Source: an optimization exercise on an open RTL-to-GDS flow (aim: small area, a short achievable clock period and few clock cycles per item). Production flows keep margins and buffers that such runs may drop.
The RTL was checked by simulation tests, not by an equivalence proof against the original design.
Power and IR drop assume default switching activity.

==> run Z <==
==> flow/design.v (excerpt) <==
module rv_stream_core (
	input                                CLK,
	input                                arst_n,
	input  logic                         in_valid,
	output logic                         in_ready,
	input  logic [31:0]                  in_inst,
	output logic                         out_valid,
	input  logic                         out_ready,
	output logic [5-1:0]  out_rd,
	output logic [32-1:0]        out_data
);
clock: 6.0 ns
lec_check: 0
cap_margin: 20
core_margin: 2
core_utilization: 30
setup_slack_margin: 2.2
slew_margin: 20
run.sh (not shown) runs the stock make flow with config.mk's settings and CLKGATE_MAP_FILE= SYNTH_SCRIPT=/design/flow/synth_recipe.tcl, a recipe that flattens the netlist after the stock synthesis.
==> inputs of run M, as changes to run Z <==
--- a/flow/design.v
+++ b/flow/design.v
@@ -10,26 +10,71 @@
 	input  logic        s_or,
 	input  logic        s_and,
 	input  logic        s_sll,
 	input  logic        s_srl,     
 	input  logic        sra,
+	input  logic [3:0]  sh_lo,     
+	input  logic [3:0]  sh_mid,    
+	input  logic        sh_hi,     
 	output logic [31:0] result
 );
-	logic [32:0] sum;
+	logic [32:0] g [7];
+	logic [32:0] t [7];
+	logic [32:0] c;            
+	logic [31:0] sum;
 	logic        lt_s;
 	logic        lt_u;
 	logic [31:0] shr;
 	logic [31:0] shl;
-	assign sum  = {1'b0, a} + {1'b0, b} + {32'd0, sub};
-	assign lt_u = !sum[32];
+	logic [31:0] lres;
+	assign g[0] = {a & b, sub};
+	assign t[0] = {a | b, 1'b0};
+	for (genvar l = 0; l < 6; l++) begin : g_lvl
+		for (genvar i = 0; i < 33; i++) begin : g_bit
+			if (i >= (1 << l)) begin : g_op
+				assign g[l+1][i] = g[l][i] | (t[l][i] & g[l][i-(1<<l)]);
+				assign t[l+1][i] = t[l][i] & t[l][i-(1<<l)];
+			end else begin : g_pass
+				assign g[l+1][i] = g[l][i];
+				assign t[l+1][i] = t[l][i];
+			end
+		end
+	end
+	assign c   = g[6];
+	assign sum = a ^ (b ^ c[31:0]);
+	assign lt_u = !c[32];
 	assign lt_s = (a[31] == b[31]) ? a[31] : sum[31];    
-	assign shr = $unsigned($signed({sra & a[31], a}) >>> b[4:0]);
-	assign shl = a << b[4:0];
-	assign result = ({32{s_add}} & sum[31:0])
-	              | ({32{s_xor}} & (a ^ b))
-	              | ({32{s_or}}  & (a | b))
-	              | ({32{s_and}} & (a & b))
+	logic        fill;
+	logic [31:0] r1, r2, l1, l2;
+	logic [46:0] ax;            
+	logic [62:0] r1x, l1x;
+	assign fill = sra & a[31];
+	assign ax   = {{15{fill}}, a};
+	always_comb begin
+		for (int i = 0; i < 32; i++) begin
+			r1[i] = (sh_lo[0] & ax[i]) | (sh_lo[1] & ax[i+1]) | (sh_lo[2] & ax[i+2]) | (sh_lo[3] & ax[i+3]);
+			l1[i] = (sh_lo[0] & a[i]) | (sh_lo[1] & (i >= 1 ? a[(i+31)%32] : 1'b0))
+			      | (sh_lo[2] & (i >= 2 ? a[(i+30)%32] : 1'b0)) | (sh_lo[3] & (i >= 3 ? a[(i+29)%32] : 1'b0));
+		end
+	end
+	assign r1x = {{31{fill}}, r1};
+	assign l1x = {l1, 31'd0};
+	always_comb begin
+		for (int i = 0; i < 32; i++) begin
+			r2[i]  = (sh_mid[0] & r1x[i]) | (sh_mid[1] & r1x[i+4]) | (sh_mid[2] & r1x[i+8]) | (sh_mid[3] & r1x[i+12]);
+			l2[i]  = (sh_mid[0] & l1x[i+31]) | (sh_mid[1] & l1x[i+27]) | (sh_mid[2] & l1x[i+23]) | (sh_mid[3] & l1x[i+19]);
+		end
+		for (int i = 0; i < 32; i++) begin
+			shr[i] = sh_hi ? ((i + 16 < 32) ? r2[i+16] : fill) : r2[i];
+			shl[i] = sh_hi ? ((i >= 16) ? l2[i-16] : 1'b0) : l2[i];
+		end
+	end
+	assign lres = ({32{s_xor}} & ((a & ~b) | (~a & b)))
+	            | ({32{s_or}}  & (a | b))
+	            | ({32{s_and}} & (a & b));
+	assign result = ({32{s_add}} & sum)
+	              | lres
 	              | ({32{s_sll}} & shl)
 	              | ({32{s_srl}} & shr)
 	              | {31'd0, (s_slt & lt_s) | (s_sltu & lt_u)};
 endmodule
 `timescale 1ns/100ps
@@ -48,13 +93,17 @@
 	logic        e_w;        
 	logic [4:0]  e_rd;
 	logic [31:0] e_a;
 	logic [31:0] e_b;
 	logic        e_sub, e_add, e_slt, e_sltu, e_xor, e_or, e_and, e_sll, e_srl, e_sra;
+	logic [3:0]  e_sh_lo;    
+	logic [3:0]  e_sh_mid;   
+	logic        e_sh_hi;    
 	logic [31:0] e_res;
 	logic        w_w;        
 	logic [4:0]  w_rd;
+	logic [31:1] w_we;       
 	logic [31:0] w_data;
 	logic        v0, v1, v2;
 	logic [4:0]  q0_rd, q1_rd, q2_rd;
 	logic [31:0] q0_data, q1_data, q2_data;
 	logic [31:0] rf [1:31];
@@ -117,10 +166,13 @@
 		e_or   <= (is_op || is_opi) && f3 == 3'b110;
 		e_and  <= (is_op || is_opi) && f3 == 3'b111;
 		e_sll  <= (is_op || is_opi) && f3 == 3'b001;
 		e_srl  <= (is_op || is_opi) && f3 == 3'b101;
 		e_sra  <= alt;
+		e_sh_lo  <= 4'b0001 << op_b[1:0];
+		e_sh_mid <= 4'b0001 << op_b[3:2];
+		e_sh_hi  <= op_b[4];
 	end
 	alu_exec i_alu (
 		.a      (e_a),
 		.b      (e_b),
 		.sub    (e_sub),
@@ -131,27 +183,35 @@
 		.s_or   (e_or),
 		.s_and  (e_and),
 		.s_sll  (e_sll),
 		.s_srl  (e_srl),
 		.sra    (e_sra),
+		.sh_lo  (e_sh_lo),
+		.sh_mid (e_sh_mid),
+		.sh_hi  (e_sh_hi),
 		.result (e_res)
 	);
 	always_ff @(posedge CLK or negedge arst_n) begin
 		if (!arst_n) w_w <= 1'b0;
 		else w_w <= e_w;
 	end
 	always_ff @(posedge CLK) begin
 		w_rd   <= e_rd;
 		w_data <= e_res;
 	end
-	always_ff @(posedge CLK or negedge arst_n) begin
-		if (!arst_n) rfv <= '0;
-		else if (w_w) rfv[w_rd] <= 1'b1;
-	end
 	for (genvar g = 1; g < 32; g++) begin : g_rf
+		always_ff @(posedge CLK or negedge arst_n) begin
+			if (!arst_n) begin
+				w_we[g] <= 1'b0;
+				rfv[g]  <= 1'b0;
+			end else begin
+				w_we[g] <= e_w && (e_rd == g);
+				if (w_we[g]) rfv[g] <= 1'b1;
+			end
+		end
 		always_ff @(posedge CLK) begin
-			if (w_w && w_rd == g) rf[g] <= w_data;
+			if (w_we[g]) rf[g] <= w_data;
 		end
 	end
 	logic pop;
 	logic n0, n1, n2;        
 	assign pop = v0 && out_ready;
==> flow/flow/run.sh (new file) <==
#!/bin/bash
# Layout flow: the standard ORFS flow (standard.sh), unchanged except that
#  - the buffers that buffer_ports puts on every input and output port are
#    sky130_fd_sc_hd__buf_4 cells instead of the delay cells it picks by default;
#  - clock tree synthesis builds the tree from sky130_fd_sc_hd__clkbuf_4 and
#    adds no dummy load cells.
set -euo pipefail
bash standard.sh synth > synth.log 2>&1
bash standard.sh \
	"BUFFER_PORTS_ARGS=-buffer_cell sky130_fd_sc_hd__buf_4" \
	"CTS_ARGS=-sink_clustering_enable -repair_clock_nets -dont_use_dummy_load -buf_list sky130_fd_sc_hd__clkbuf_4" \
	finish > layout.log 2>&1
==> flow/standard.sh (new file) <==
#!/bin/bash
# synth_recipe.tcl (not shown) runs the flow's synth.tcl, then flattens the netlist and writes it again
# the make line also repeats each setting of config.mk as NAME=value (left out here)
make -C /OpenROAD-flow-scripts/flow DESIGN_CONFIG=/design/flow/config.mk WORK_HOME=/design/flow/orfs CLKGATE_MAP_FILE= SYNTH_SCRIPT=/design/flow/synth_recipe.tcl "${@:-finish}"
Settings changed: CTS_BUF_LIST set to sky130_fd_sc_hd__clkbuf_4, SETUP_SLACK_MARGIN 2.2 to 3.0.
removed: flow/run.sh
==> inputs of run K, as changes to run Z <==
--- a/flow/design.v
+++ b/flow/design.v
@@ -10,26 +10,71 @@
 	input  logic        s_or,
 	input  logic        s_and,
 	input  logic        s_sll,
 	input  logic        s_srl,     
 	input  logic        sra,
+	input  logic [3:0]  sh_lo,     
+	input  logic [3:0]  sh_mid,    
+	input  logic        sh_hi,     
 	output logic [31:0] result
 );
-	logic [32:0] sum;
+	logic [32:0] g [7];
+	logic [32:0] t [7];
+	logic [32:0] c;            
+	logic [31:0] sum;
 	logic        lt_s;
 	logic        lt_u;
 	logic [31:0] shr;
 	logic [31:0] shl;
-	assign sum  = {1'b0, a} + {1'b0, b} + {32'd0, sub};
-	assign lt_u = !sum[32];
+	logic [31:0] lres;
+	assign g[0] = {a & b, sub};
+	assign t[0] = {a | b, 1'b0};
+	for (genvar l = 0; l < 6; l++) begin : g_lvl
+		for (genvar i = 0; i < 33; i++) begin : g_bit
+			if (i >= (1 << l)) begin : g_op
+				assign g[l+1][i] = g[l][i] | (t[l][i] & g[l][i-(1<<l)]);
+				assign t[l+1][i] = t[l][i] & t[l][i-(1<<l)];
+			end else begin : g_pass
+				assign g[l+1][i] = g[l][i];
+				assign t[l+1][i] = t[l][i];
+			end
+		end
+	end
+	assign c   = g[6];
+	assign sum = a ^ (b ^ c[31:0]);
+	assign lt_u = !c[32];
 	assign lt_s = (a[31] == b[31]) ? a[31] : sum[31];    
-	assign shr = $unsigned($signed({sra & a[31], a}) >>> b[4:0]);
-	assign shl = a << b[4:0];
-	assign result = ({32{s_add}} & sum[31:0])
-	              | ({32{s_xor}} & (a ^ b))
-	              | ({32{s_or}}  & (a | b))
-	              | ({32{s_and}} & (a & b))
+	logic        fill;
+	logic [31:0] r1, r2, l1, l2;
+	logic [46:0] ax;            
+	logic [62:0] r1x, l1x;
+	assign fill = sra & a[31];
+	assign ax   = {{15{fill}}, a};
+	always_comb begin
+		for (int i = 0; i < 32; i++) begin
+			r1[i] = (sh_lo[0] & ax[i]) | (sh_lo[1] & ax[i+1]) | (sh_lo[2] & ax[i+2]) | (sh_lo[3] & ax[i+3]);
+			l1[i] = (sh_lo[0] & a[i]) | (sh_lo[1] & (i >= 1 ? a[(i+31)%32] : 1'b0))
+			      | (sh_lo[2] & (i >= 2 ? a[(i+30)%32] : 1'b0)) | (sh_lo[3] & (i >= 3 ? a[(i+29)%32] : 1'b0));
+		end
+	end
+	assign r1x = {{31{fill}}, r1};
+	assign l1x = {l1, 31'd0};
+	always_comb begin
+		for (int i = 0; i < 32; i++) begin
+			r2[i]  = (sh_mid[0] & r1x[i]) | (sh_mid[1] & r1x[i+4]) | (sh_mid[2] & r1x[i+8]) | (sh_mid[3] & r1x[i+12]);
+			l2[i]  = (sh_mid[0] & l1x[i+31]) | (sh_mid[1] & l1x[i+27]) | (sh_mid[2] & l1x[i+23]) | (sh_mid[3] & l1x[i+19]);
+		end
+		for (int i = 0; i < 32; i++) begin
+			shr[i] = sh_hi ? ((i + 16 < 32) ? r2[i+16] : fill) : r2[i];
+			shl[i] = sh_hi ? ((i >= 16) ? l2[i-16] : 1'b0) : l2[i];
+		end
+	end
+	assign lres = ({32{s_xor}} & ((a & ~b) | (~a & b)))
+	            | ({32{s_or}}  & (a | b))
+	            | ({32{s_and}} & (a & b));
+	assign result = ({32{s_add}} & sum)
+	              | lres
 	              | ({32{s_sll}} & shl)
 	              | ({32{s_srl}} & shr)
 	              | {31'd0, (s_slt & lt_s) | (s_sltu & lt_u)};
 endmodule
 `timescale 1ns/100ps
@@ -48,13 +93,17 @@
 	logic        e_w;        
 	logic [4:0]  e_rd;
 	logic [31:0] e_a;
 	logic [31:0] e_b;
 	logic        e_sub, e_add, e_slt, e_sltu, e_xor, e_or, e_and, e_sll, e_srl, e_sra;
+	logic [3:0]  e_sh_lo;    
+	logic [3:0]  e_sh_mid;   
+	logic        e_sh_hi;    
 	logic [31:0] e_res;
 	logic        w_w;        
 	logic [4:0]  w_rd;
+	logic [31:1] w_we;       
 	logic [31:0] w_data;
 	logic        v0, v1, v2;
 	logic [4:0]  q0_rd, q1_rd, q2_rd;
 	logic [31:0] q0_data, q1_data, q2_data;
 	logic [31:0] rf [1:31];
@@ -117,10 +166,13 @@
 		e_or   <= (is_op || is_opi) && f3 == 3'b110;
 		e_and  <= (is_op || is_opi) && f3 == 3'b111;
 		e_sll  <= (is_op || is_opi) && f3 == 3'b001;
 		e_srl  <= (is_op || is_opi) && f3 == 3'b101;
 		e_sra  <= alt;
+		e_sh_lo  <= 4'b0001 << op_b[1:0];
+		e_sh_mid <= 4'b0001 << op_b[3:2];
+		e_sh_hi  <= op_b[4];
 	end
 	alu_exec i_alu (
 		.a      (e_a),
 		.b      (e_b),
 		.sub    (e_sub),
@@ -131,27 +183,35 @@
 		.s_or   (e_or),
 		.s_and  (e_and),
 		.s_sll  (e_sll),
 		.s_srl  (e_srl),
 		.sra    (e_sra),
+		.sh_lo  (e_sh_lo),
+		.sh_mid (e_sh_mid),
+		.sh_hi  (e_sh_hi),
 		.result (e_res)
 	);
 	always_ff @(posedge CLK or negedge arst_n) begin
 		if (!arst_n) w_w <= 1'b0;
 		else w_w <= e_w;
 	end
 	always_ff @(posedge CLK) begin
 		w_rd   <= e_rd;
 		w_data <= e_res;
 	end
-	always_ff @(posedge CLK or negedge arst_n) begin
-		if (!arst_n) rfv <= '0;
-		else if (w_w) rfv[w_rd] <= 1'b1;
-	end
 	for (genvar g = 1; g < 32; g++) begin : g_rf
+		always_ff @(posedge CLK or negedge arst_n) begin
+			if (!arst_n) begin
+				w_we[g] <= 1'b0;
+				rfv[g]  <= 1'b0;
+			end else begin
+				w_we[g] <= e_w && (e_rd == g);
+				if (w_we[g]) rfv[g] <= 1'b1;
+			end
+		end
 		always_ff @(posedge CLK) begin
-			if (w_w && w_rd == g) rf[g] <= w_data;
+			if (w_we[g]) rf[g] <= w_data;
 		end
 	end
 	logic pop;
 	logic n0, n1, n2;        
 	assign pop = v0 && out_ready;
==> flow/flow/run.sh (new file) <==
#!/bin/bash
# Layout flow: the standard ORFS flow (standard.sh), unchanged except that
# the buffers that buffer_ports puts on every input and output port are
# sky130_fd_sc_hd__buf_4 cells instead of the delay cells it picks by default.
set -euo pipefail
bash standard.sh synth > synth.log 2>&1
bash standard.sh "BUFFER_PORTS_ARGS=-buffer_cell sky130_fd_sc_hd__buf_4" finish > layout.log 2>&1
==> flow/standard.sh (new file) <==
#!/bin/bash
# synth_recipe.tcl (not shown) runs the flow's synth.tcl, then flattens the netlist and writes it again
# the make line also repeats each setting of config.mk as NAME=value (left out here)
make -C /OpenROAD-flow-scripts/flow DESIGN_CONFIG=/design/flow/config.mk WORK_HOME=/design/flow/orfs CLKGATE_MAP_FILE= SYNTH_SCRIPT=/design/flow/synth_recipe.tcl "${@:-finish}"
Settings changed: CTS_BUF_LIST set to sky130_fd_sc_hd__clkbuf_4, SETUP_SLACK_MARGIN 2.2 to 3.0.
removed: flow/run.sh
==> qor summary <==
WL per Instance: run Z 40.82 µm; run M 39.49 µm; run K 38.26 µm
Worst clock skew on the final layout: run Z 0.04395 ns; run M 0.1747 ns; run K 0.1552 ns
Final setup margin: run Z 1.975 ns; run M 2.642 ns; run K 2.692 ns
Fraction of standard cell area in multi-input logic: run Z 30.98%; run M 31.22%; run K 30.38%
Clock latency of the later-clocked register in the worst-skew pair: run Z 0.83 ns; run M 1.37 ns; run K 1.38 ns
Total power after layout: run Z 18.25 mW; run M 16.21 mW; run K 18.00 mW
First-pass iteration count of the detailed router: run Z 13; run M 14; run K 14
Register bit count reported by yosys: run Z 1257; run M 1297; run K 1297
Status: run Z finished clean; run M finished clean; run K finished clean
Total Routing Usage GR: run Z 29.14%; run M 28.39%; run K 28.41%
Crit-path max FO: run Z 14; run M 17; run K 6
Area used by multi-input combinational logic: run Z 21570 µm²; run M 21540 µm²; run K 21400 µm²
Fraction of layout instances using a drive strength above 1: run Z 18.55%; run M 27.42%; run K 28.90%
Number of buffer and inverter instances along the worst setup path: run Z 2; run M 2; run K 3
Die Y-Extent: run Z 447.1 µm; run M 445.8 µm; run K 445.8 µm
Post-layout util: run Z 35.70%; run M 35.49%; run K 36.24%
Net count after synthesis: run Z 4634; run M 4616; run K 4616
Standard cell core area: run Z 195000 µm²; run M 194400 µm²; run K 194400 µm²
Worst setup path endpoint: run Z e_b[19]; run M e_a[0]; run K q1_data[24]
Area taken by flip-flops and latches: run Z 36430 µm²; run M 37530 µm²; run K 37530 µm²
Non-Clock Buffer Area Fraction: run Z 5.220%; run M 5.286%; run K 5.147%
Final RePlAce weighted congestion: run Z 1.024; run M 1.038; run K 1.038
Worst-case vdd ir drop: run Z 262.4 µV; run M 158.2 µV; run K 151.4 µV
Hold Crit Class: run Z reg2reg; run M in2reg; run K in2reg
Number of antenna violations at the first check in global routing: run Z 18; run M 30; run K 29
Bufs w/o clock: run Z 386; run M 422; run K 421
Number of CTS-inserted buffers: run Z 132; run M 353; run K 353
Testbench counts of run Z, summed over its fixed seeds: cycles 32,016, items 32,000.
Testbench counts of run M, summed over its fixed seeds: cycles 32,016, items 32,000.
Testbench counts of run K, summed over its fixed seeds: cycles 32,016, items 32,000.

afterwards: timing with drivers on the ports:
No port has a modelled driver above. Below, the same layouts with a new extraction and two added sets of constraints. Step 1: set_driving_cell puts a clkbuf_16 on CLK and a buf_2 on each other input, an assumption about the parent block. Step 2 adds t to the input delays and takes it off the output delays; t is the mean of the earliest and latest rising clock arrival at the registers after step 1. Input paths then give back, and output paths get back, about the clock's delay inside the block. a / b / c = no drivers / after step 1 / after step 2; a / b = the first two.
| run | t (ns) | setup slack, ns | worst slew at a driven data input, ns |
|---|---|---|---|
| run Z | 0.898 | 1.975 / 2.041 / 1.143 | 0.05 |
| run M | 1.361 | 2.642 / 2.564 / 1.202 | 0.17 |
| run K | 1.381 | 2.692 / 2.677 / 1.296 | 0.17 |
After both steps every run listed still meets setup and hold. The setup slack of run M, which loses most, moves by -0.078 ns with the drivers and by -1.440 ns with both steps.
